Background: an optimization exercise with open tools, aiming at small area, a short achievable clock period and few clock cycles. Do not read the settings as production practice.
No activity file was given, so power comes from the tool's default toggle rates.

// char_lcs_edit_script_unit
module char_lcs_edit_script_unit (
  input  logic       clk,
  input  logic       rst,
  input  logic       start,
  output logic       busy,
  input  logic [1:0] op,
  input  logic [7:0] ch,
  output logic       strobe,
  output logic [1:0] tag,
  output logic [7:0] ch_res,
  output logic       last,
  output logic       overflow
);
  localparam int ML = cled_pkg::MaxLen;
  typedef enum logic [2:0] {
    S_IDLE,
    S_REF0,
    S_REF,
    S_TRACE,
    S_EMIT,
    S_FINAL
  } st_t;
  st_t state;
  logic        busy_r, strobe_r, last_r, dropped, tab_ok, pb_v, all_d, cur_k, at_m;
  logic [1:0]  tag_r;
  logic [7:0]  chres_r;
  logic [4:0]  len_a, len_b, ba, ta, ei, cur_top;
  logic [3:0]  wslot;
  logic [15:0] prev_v, mt_r;
  logic [16:0] mask;
  logic [7:0]  mem_a [ML];
  logic [7:0]  mem_b [ML];
  logic [15:0] tab [ML];
  logic acc, acc_a, acc_b, acc_run, app_a, app_b;
  assign acc = start & ~busy_r & ~rst;
  ...
Size: ~1,900 cells after synthesis, roughly 27 I/O pins, roughly 0.029 mm² of cells after synthesis.
Settings: LEC_CHECK=0, CAP_MARGIN=20, CORE_MARGIN=2, CORE_UTILIZATION=40, SETUP_SLACK_MARGIN=4.5, SLEW_MARGIN=20; clock period 7.5 ns.
run.sh (not shown) runs the stock make flow with config.mk's settings and CLKGATE_MAP_FILE= SYNTH_SCRIPT=/design/flow/synth_recipe.tcl, a recipe that flattens the netlist after the stock synthesis.
The first run passed the timing, design-rule and antenna checks.
Then changed:
SETUP_SLACK_MARGIN = 5   (was 4.5)
What happened: Area after synthesis stays the same; total power rose by 4.3%; final cell count rose by 5.6%; worst setup slack gets better by 0.19 ns; design area rose by 8.6%; utilization rose by 4.1 points; clock-buffer cell count rose by 1.
No run of this note included a check of the RTL's function; only the layout flow was run.


char_lcs_edit_script_unit, a different RTL version from the one above (not shown whole).
Size: about 1900 cells after synthesis, about 660 flip-flops.
==> flow/design.v (excerpt) <==
module char_lcs_edit_script_unit (
  input  logic       clk,
  input  logic       rst,
  input  logic       start,
  output logic       busy,
  input  logic [1:0] op,
  input  logic [7:0] ch,
  output logic       strobe,
  output logic [1:0] tag,
  output logic [7:0] ch_res,
  output logic       last,
  output logic       overflow
);
  localparam int ML = cled_pkg::MaxLen;
  typedef enum logic [2:0] {
    S_IDLE,
    S_REF0,
    S_REF,
    S_TRACE,
    S_EMIT,
    S_FINAL
  } st_t;
  st_t state;
  logic        busy_r, strobe_r, last_r, dropped, tab_ok, all_d, cur_k, at_m;
  logic        pa, pb, pr, pb2;
  logic [7:0]  ch_r;
  logic        tw_v, tw_rec, d_r;
  logic [1:0]  tag_r;
  logic [7:0]  chres_r;
  logic [4:0]  len_a, len_b, ba, ta, ei;
  logic [3:0]  wslot, tw_slot;
  logic [15:0] prev_v, mt_r;
  logic [16:0] mask, cur_mask;
  logic [7:0]  mem_a [ML];
  logic [7:0]  mem_b [ML];
  logic [15:0] tab [ML];
  logic acc, acc_a, acc_b, acc_run, app_a, app_b, full_a, full_b;
  assign full_a = len_a[4] | ((len_a == 5'd15) & pa);
  ...
Settings: LEC_CHECK=0, CAP_MARGIN=20, CORE_MARGIN=2, CORE_UTILIZATION=40, SETUP_SLACK_MARGIN=4.8, SLEW_MARGIN=20; clock period 7.5 ns.
Then changed:
SETUP_SLACK_MARGIN = 5   (was 4.8)
What happened:
- The changed run ran to the end with no violations
- worst hold slack got worse by 0.018 ns
- core utilization climbs by 2.0 points
- non-clock buffer count climbs by 71
- total power climbs by 6.4%
No run of this note included a check of the RTL's function; only the layout flow was run.


the previous run:
The RTL this note starts from:
==> flow/design.v <==
package cled_pkg;
  localparam int MaxLen = 16;
  localparam int LenW = $clog2(MaxLen + 1);
  localparam int IdxW = (MaxLen > 1) ? $clog2(MaxLen) : 1;
  typedef enum logic [1:0] {
    OP_APPEND_A = 2'd0,
    OP_APPEND_B = 2'd1,
    OP_RUN      = 2'd2,
    OP_NONE     = 2'd3
  } op_t;
  typedef enum logic [1:0] {
    TAG_EQUAL  = 2'd0,
    TAG_DELETE = 2'd1,
    TAG_INSERT = 2'd2,
    TAG_WHOLE  = 2'd3
  } tag_t;
endpackage
module cled_ram #(
  parameter int Width = 8,
  parameter int Depth = 32
) (
  input  logic                     clk,
  input  logic                     we,
  input  logic [$clog2(Depth)-1:0] waddr,
  input  logic [Width-1:0]         wdata,
  input  logic [$clog2(Depth)-1:0] raddr,
  output logic [Width-1:0]         rdata
);
  logic [Width-1:0] mem [Depth];
  always_ff @(posedge clk) begin
    if (we) begin
      mem[waddr] <= wdata;
    end
    rdata <= mem[raddr];
  end
endmodule
module char_lcs_edit_script_unit (
  input  logic       clk,
  input  logic       rst,
  input  logic       start,
  output logic       busy,
  input  logic [1:0] op,
  input  logic [7:0] ch,
  output logic       strobe,
  output logic [1:0] tag,
  output logic [7:0] ch_res,
  output logic       last,
  output logic       overflow
);
  localparam int ML = cled_pkg::MaxLen;
  typedef enum logic [2:0] {
    S_IDLE,
    S_REF0,
    S_REF,
    S_TRACE,
    S_EMIT,
    S_FINAL
  } st_t;
  st_t state;
  logic        busy_r, strobe_r, last_r, dropped, tab_ok, pb_v, all_d, cur_k, at_m;
  logic        tw_v, tw_rec, d_r;
  logic [1:0]  tag_r;
  logic [7:0]  chres_r;
  logic [4:0]  len_a, len_b, ba, ta, ei;
  logic [3:0]  wslot, tw_slot;
  logic [15:0] prev_v, mt_r;
  logic [16:0] mask, cur_mask;
  logic [7:0]  mem_a [ML];
  logic [7:0]  mem_b [ML];
  logic [15:0] tab [ML];
  logic acc, acc_a, acc_b, acc_run, app_a, app_b;
  assign acc = start & ~busy_r & ~rst;
  assign acc_a = acc & (op == cled_pkg::OP_APPEND_A);
  assign acc_b = acc & (op == cled_pkg::OP_APPEND_B);
  assign acc_run = acc & (op == cled_pkg::OP_RUN);
  assign app_a = acc_a & ~len_a[4];
  assign app_b = acc_b & ~len_b[4];
  logic [7:0]  cmp_ch, rd_b;
  logic [15:0] mt;
  always_comb begin
    rd_b = mem_b[ba[3:0]];
    cmp_ch = (state == S_IDLE) ? ch : rd_b;
    for (int k = 0; k < ML; k++) mt[k] = (mem_a[k] == cmp_ch);
  end
  logic [15:0] vnew, hc;
  logic [15:0] gg [5];
  logic [15:0] pp [5];
  always_comb begin
    gg[0] = mt_r & ~prev_v;
    pp[0] = ~prev_v;
    for (int l = 0; l < 4; l++) begin
      for (int k = 0; k < ML; k++) begin
        if (k >= (1 << l)) begin
          gg[l+1][k] = gg[l][k] | (pp[l][k] & gg[l][k-(1<<l)]);
          pp[l+1][k] = pp[l][k] & pp[l][k-(1<<l)];
        end else begin
          gg[l+1][k] = gg[l][k];
          pp[l+1][k] = pp[l][k];
        end
      end
    end
    hc = gg[4];
    vnew[0] = mt_r[0] | prev_v[0];
    for (int k = 1; k < ML; k++) vnew[k] = ~hc[k-1] & (mt_r[k] | prev_v[k]);
  end
  logic [16:0] mrow, sq, tt, newmask;
  logic        d;
  always_comb begin
    mrow = {mt_r, 1'b0};
    sq = {mt_r | prev_v, 1'b1} & mask;
    tt = sq;
    tt = tt | (tt >> 1);
    tt = tt | (tt >> 2);
    tt = tt | (tt >> 4);
    tt = tt | (tt >> 8);
    tt = tt | (tt >> 16);
    d = |(sq & mrow & ~(tt >> 1));
    newmask = (tt >> 1) | (sq & ~mrow);
  end
  logic [16:0] moh;
  logic [4:0]  mbin;
  always_comb begin
    moh = mask & ~(mask >> 1);
    for (int b = 0; b < 5; b++) begin
      mbin[b] = 1'b0;
      for (int k = 0; k < 17; k++) if (((k >> b) & 1) == 1) mbin[b] = mbin[b] | moh[k];
    end
  end
  logic       f_del, f_eq, f_ident, f_last;
  logic [1:0] f_tag;
  logic [7:0] f_ch;
  always_comb begin
    f_del = newmask[1];
    f_eq = ~tt[2] & sq[1] & mrow[1];
    f_ident = all_d & f_eq & (len_a == len_b);
    f_last = ~f_del && (len_b == 5'd1) && (f_eq ? (len_a == 5'd1) : (len_a == '0));
    f_ch = (f_del | f_eq) ? mem_a[0] : mem_b[0];
    f_tag = f_del ? cled_pkg::TAG_DELETE : (f_eq ? cled_pkg::TAG_EQUAL : cled_pkg::TAG_INSERT);
  end
  logic [4:0]  ei1, ni;
  logic        del, eqs, step, lastn, ident;
  logic [1:0]  etag;
  logic [7:0]  ech;
  logic [15:0] rec;
  logic [16:0] rec_mask;
  logic [15:0] cm_hi;
  always_comb begin
    rec = tab[ta[3:0]];
    for (int k = 0; k < 17; k++) rec_mask[k] = (5'(k) <= rec[4:0]);
    ei1 = ei + 5'd1;
    cm_hi = cur_mask[16:1];
    del = at_m ? (ei < len_a) : (cm_hi[ei[3:0]] & ~ei[4]);
    eqs = ~del & cur_k;
    step = ~del;
    ni = (del | eqs) ? ei1 : ei;
    lastn = ((del | eqs) ? (ei1 == len_a) : (ei == len_a)) && (step ? (ta == len_b) : at_m);
    ech = (del | eqs) ? mem_a[ei[3:0]] : rd_b;
    etag = del ? cled_pkg::TAG_DELETE : (eqs ? cled_pkg::TAG_EQUAL : cled_pkg::TAG_INSERT);
    ident = all_d & ~mask[1] & (len_a == len_b);
  end
  always_ff @(posedge clk) begin
    if (rst) begin
      state <= S_IDLE;
      busy_r <= 1'b0;
      strobe_r <= 1'b0;
      len_a <= '0;
      len_b <= '0;
      dropped <= 1'b0;
      tab_ok <= 1'b1;
      pb_v <= 1'b0;
    end else begin
      pb_v <= app_b;
      if (app_a) begin
        len_a <= len_a + 5'd1;
        if (len_b != '0) tab_ok <= 1'b0;
      end
      if (app_b) len_b <= len_b + 5'd1;
      if ((acc_a & len_a[4]) | (acc_b & len_b[4])) dropped <= 1'b1;
      case (state)
        S_IDLE:
          if (acc_run) begin
            busy_r <= 1'b1;
            if (len_b == '0) state <= S_EMIT;
            else if (tab_ok) state <= S_TRACE;
            else state <= S_REF0;
          end
        S_REF0: state <= S_REF;
        S_REF: if ({1'b0, wslot} == len_b - 5'd1) state <= S_TRACE;
        S_TRACE:
          if (wslot == 4'd0) begin
            strobe_r <= 1'b1;
            state <= (f_ident || f_last) ? S_FINAL : S_EMIT;
          end
        S_EMIT: begin
          strobe_r <= 1'b1;
          if (ident || lastn) state <= S_FINAL;
        end
        S_FINAL: begin
          strobe_r <= 1'b0;
          busy_r <= 1'b0;
          state <= S_IDLE;
          len_a <= '0;
          len_b <= '0;
          dropped <= 1'b0;
          tab_ok <= 1'b1;
        end
        default: state <= S_IDLE;
      endcase
    end
  end
  always_ff @(posedge clk) begin
    if (tw_v) tab[tw_slot] <= tw_rec ? {10'd0, d_r, mbin} : prev_v;
    tw_v <= pb_v | (state == S_REF) | (state == S_TRACE);
    tw_slot <= wslot;
    tw_rec <= (state == S_TRACE);
  end
  always_ff @(posedge clk) begin
    if (!len_a[4]) mem_a[len_a[3:0]] <= ch;
    if (!len_b[4]) mem_b[len_b[3:0]] <= ch;
    if (state == S_IDLE && len_b == '0) prev_v <= '0;
    else if (pb_v) prev_v <= vnew;
    case (state)
      S_IDLE: begin
        if (app_b) begin
          mt_r <= mt;
          wslot <= len_b[3:0];
        end
        for (int k = 0; k < 17; k++) mask[k] <= (5'(k) <= len_a);
        all_d <= 1'b1;
        ei <= '0;
        if (tab_ok && len_b != '0) begin
          ba <= len_b - 5'd2;
          ta <= len_b - 5'd2;
        end else begin
          ba <= '0;
          ta <= 5'd1;
        end
        at_m <= (len_b == '0);
      end
      S_REF0: begin
        prev_v <= '0;
        mt_r <= mt;
        ba <= ba + 5'd1;
        wslot <= '0;
      end
      S_REF: begin
        prev_v <= vnew;
        if ({1'b0, wslot} == len_b - 5'd1) begin
          ba <= {1'b0, wslot} - 5'd1;
          ta <= {1'b0, wslot} - 5'd1;
        end else begin
          mt_r <= mt;
          ba <= ba + 5'd1;
          wslot <= wslot + 4'd1;
        end
      end
      S_TRACE: begin
        prev_v <= rec;
        mt_r <= mt;
        wslot <= wslot - 4'd1;
        mask <= newmask;
        d_r <= d;
        all_d <= all_d & d;
        if (wslot == 4'd0) begin
          ei <= (f_del | f_eq) ? 5'd1 : 5'd0;
          if (f_del) begin
            ba <= '0;
            ta <= 5'd1;
            cur_mask <= newmask;
            cur_k <= d;
            at_m <= 1'b0;
          end else begin
            ba <= 5'd1;
            ta <= 5'd2;
            cur_mask <= mask;
            cur_k <= d_r;
            at_m <= (len_b == 5'd1);
          end
          if (f_ident) begin
            tag_r <= cled_pkg::TAG_WHOLE;
            chres_r <= '0;
            last_r <= 1'b1;
          end else begin
            tag_r <= f_tag;
            chres_r <= f_ch;
            last_r <= f_last;
          end
        end else begin
          ba <= ba - 5'd1;
          ta <= ta - 5'd1;
        end
      end
      S_EMIT: begin
        ei <= ni;
        if (step) begin
          ba <= ta;
          ta <= ta + 5'd1;
          cur_mask <= rec_mask;
          cur_k <= rec[5];
          at_m <= (ta == len_b);
        end
        if (ident) begin
          tag_r <= cled_pkg::TAG_WHOLE;
          chres_r <= '0;
          last_r <= 1'b1;
        end else begin
          tag_r <= etag;
          chres_r <= ech;
          last_r <= lastn;
        end
      end
      default: ;
    endcase
  end
  assign busy = busy_r;
  assign strobe = strobe_r;
  assign tag = tag_r;
  assign ch_res = chres_r;
  assign last = last_r;
  assign overflow = dropped;
endmodule
clock: 7.5 ns
lec_check: 0
cap_margin: 20
core_margin: 2
core_utilization: 40
cts_cluster_diameter: 80
cts_cluster_size: 24
setup_slack_margin: 4.8
slew_margin: 20
tns_end_percent: 10
standard.sh (not shown) runs the stock make flow with config.mk's settings and CLKGATE_MAP_FILE= SYNTH_SCRIPT=/design/flow/synth_recipe.tcl, a recipe that flattens the netlist after the stock synthesis.
==> flow/flow/run.sh <==
#!/bin/bash
# the standard layout, with the port buffers taken from the plain buffer family
# (buf_4) instead of the delay cells buffer_ports picks by default; every input and
# output still gets its own buffer
set -o pipefail
cp standard.sh standard_sh_copy.txt
export BUFFER_PORTS_ARGS="-buffer_cell sky130_fd_sc_hd__buf_4"
bash standard.sh > standard_flow.log 2>&1
What the current run does differently from the previous run at the input level:
--- a/flow/config.mk
+++ b/flow/config.mk
@@ -11,2 +10,0 @@
-export CTS_CLUSTER_DIAMETER = 80
-export CTS_CLUSTER_SIZE = 24
[summary]
Critical path depth ended up 1 lower on the current run than on the previous run. Diff the previous run -> the current run: setup fix buffers added after clock tree synthesis decreased 24; worst hold slack now smaller.
No run of this note included a check of the RTL's function; only the layout flow was run.


RTL: the design.v shown in full above, as it stands there.
Settings: LEC_CHECK=0, CAP_MARGIN=20, CORE_MARGIN=2, CORE_UTILIZATION=40, CTS_BUF_LIST=sky130_fd_sc_hd__clkbuf_4 sky130_fd_sc_hd__clkbuf_8, CTS_CLUSTER_SIZE=30, SETUP_SLACK_MARGIN=4.8, SLEW_MARGIN=20, TNS_END_PERCENT=10; clock period 7.5 ns.
run.sh (not shown) runs the stock make flow with config.mk's settings and CLKGATE_MAP_FILE= SYNTH_SCRIPT=/design/flow/synth_recipe.tcl, a recipe that flattens the netlist after the stock synthesis.
Stock flow here: none of the scripts above is used.
==> next run, changes <==
Settings changed: CTS_BUF_LIST sky130_fd_sc_hd__clkbuf_4 sky130_fd_sc_hd__clkbuf_8 to default, CTS_CLUSTER_SIZE 30 to default, SETUP_SLACK_MARGIN 4.8 to 5, TNS_END_PERCENT 10 to 5.
The changed run produced a clean layout.
Wire length came out higher by 0.59%.
Die area stays the same.
Flip-flop and latch count stays the same.
Worst setup slack is better by 0.068 ns.
Via count stays flat.
Cell area came out higher by 1.2%.
Sequential share of layout area came out lower by 0.65 points.
Fmax came out higher by 2.3%.
Clock power came out higher by 7.8%.
Register-to-register slack is better by 0.07 ns.
==> next run, changes <==
==> flow/flow/run.sh (new file) <==
#!/bin/bash
# the standard layout, with the port buffers taken from the plain buffer family
# (buf_4) instead of the delay cells buffer_ports picks by default; every input and
# output still gets its own buffer
set -o pipefail
cp standard.sh standard_sh_copy.txt
export BUFFER_PORTS_ARGS="-buffer_cell sky130_fd_sc_hd__buf_4"
bash standard.sh > standard_flow.log 2>&1
==> flow/standard.sh (new file) <==
#!/bin/bash
# synth_recipe.tcl (not shown) runs the flow's synth.tcl, then flattens the netlist and writes it again
# the make line also repeats each setting of config.mk as NAME=value (left out here)
make -C /OpenROAD-flow-scripts/flow DESIGN_CONFIG=/design/flow/config.mk WORK_HOME=/design/flow/orfs CLKGATE_MAP_FILE= SYNTH_SCRIPT=/design/flow/synth_recipe.tcl "${@:-finish}"
removed: flow/run.sh
The new run completed with no timing, DRC or antenna violations.
Critical path depth falls by 1.
Global-route usage went up by 0.38 points.
Cell area falls by 0.49%.
Die area stays the same.
Power climbs by 1.2%.
Utilization goes down by 0.23 points.
Flip-flop and latch count is unchanged.
Final cell count rose by 0.44%.
Count of clock-buffer cells in the layout came out higher by 8.
Worst setup slack improves by 0.074 ns.
Area after synthesis is unchanged.
Function was not checked in any run of this note: the RTL went through the layout flow alone.

[afterwards: timing with drivers on the ports]
How much do the figures lean on ideal ports? The routed layouts below were timed once more, with nothing changed but the port constraints. Step 1: set_driving_cell puts a clkbuf_16 on clk and a buf_2 on each other input, an assumption about the parent block. Step 2 also shifts input and output timing later by t, the mid clock arrival at the registers, as if the neighbouring blocks saw the same clock. Slacks: no drivers / after step 1 / after step 2; pairs: no drivers / after step 1.
| run | t, ns | setup WS [ns] | worst setup path after step 2 | latest minus earliest clock arrival (ns) |
|---|---|---|---|---|
| the first run of note 1 | 0.665 | 4.506 / 4.543 / 3.877 | input to register | 0.040 / 0.039 |
| the second run of note 1 | 0.683 | 4.691 / 4.691 / 4.101 | input to register | 0.026 / 0.027 |
| the first run of note 2 | 0.661 | 4.677 / 4.677 / 4.642 | input to register | 0.024 / 0.025 |
| the second run of note 2 | 0.662 | 4.744 / 4.729 / 4.606 | input to register | 0.030 / 0.030 |
| the previous run | 0.629 | 4.578 / 4.578 / 4.068 | input to register | 0.027 / 0.027 |
| the current run | 0.676 | 4.652 / 4.652 / 4.058 | input to register | 0.022 / 0.023 |
| the first run of note 4 | 0.741 | 4.514 / 4.514 / 3.930 | input to register | 0.048 / 0.048 |
| the second run of note 4 | 0.653 | 4.582 / 4.582 / 4.020 | input to register | 0.030 / 0.030 |
| the third run of note 4 | 0.677 | 4.656 / 4.656 / 4.064 | input to register | 0.022 / 0.023 |
After both steps every run listed still meets setup and hold. The setup slack of the first run of note 1, which loses most, moves by +0.037 ns with the drivers and by -0.629 ns with both steps.
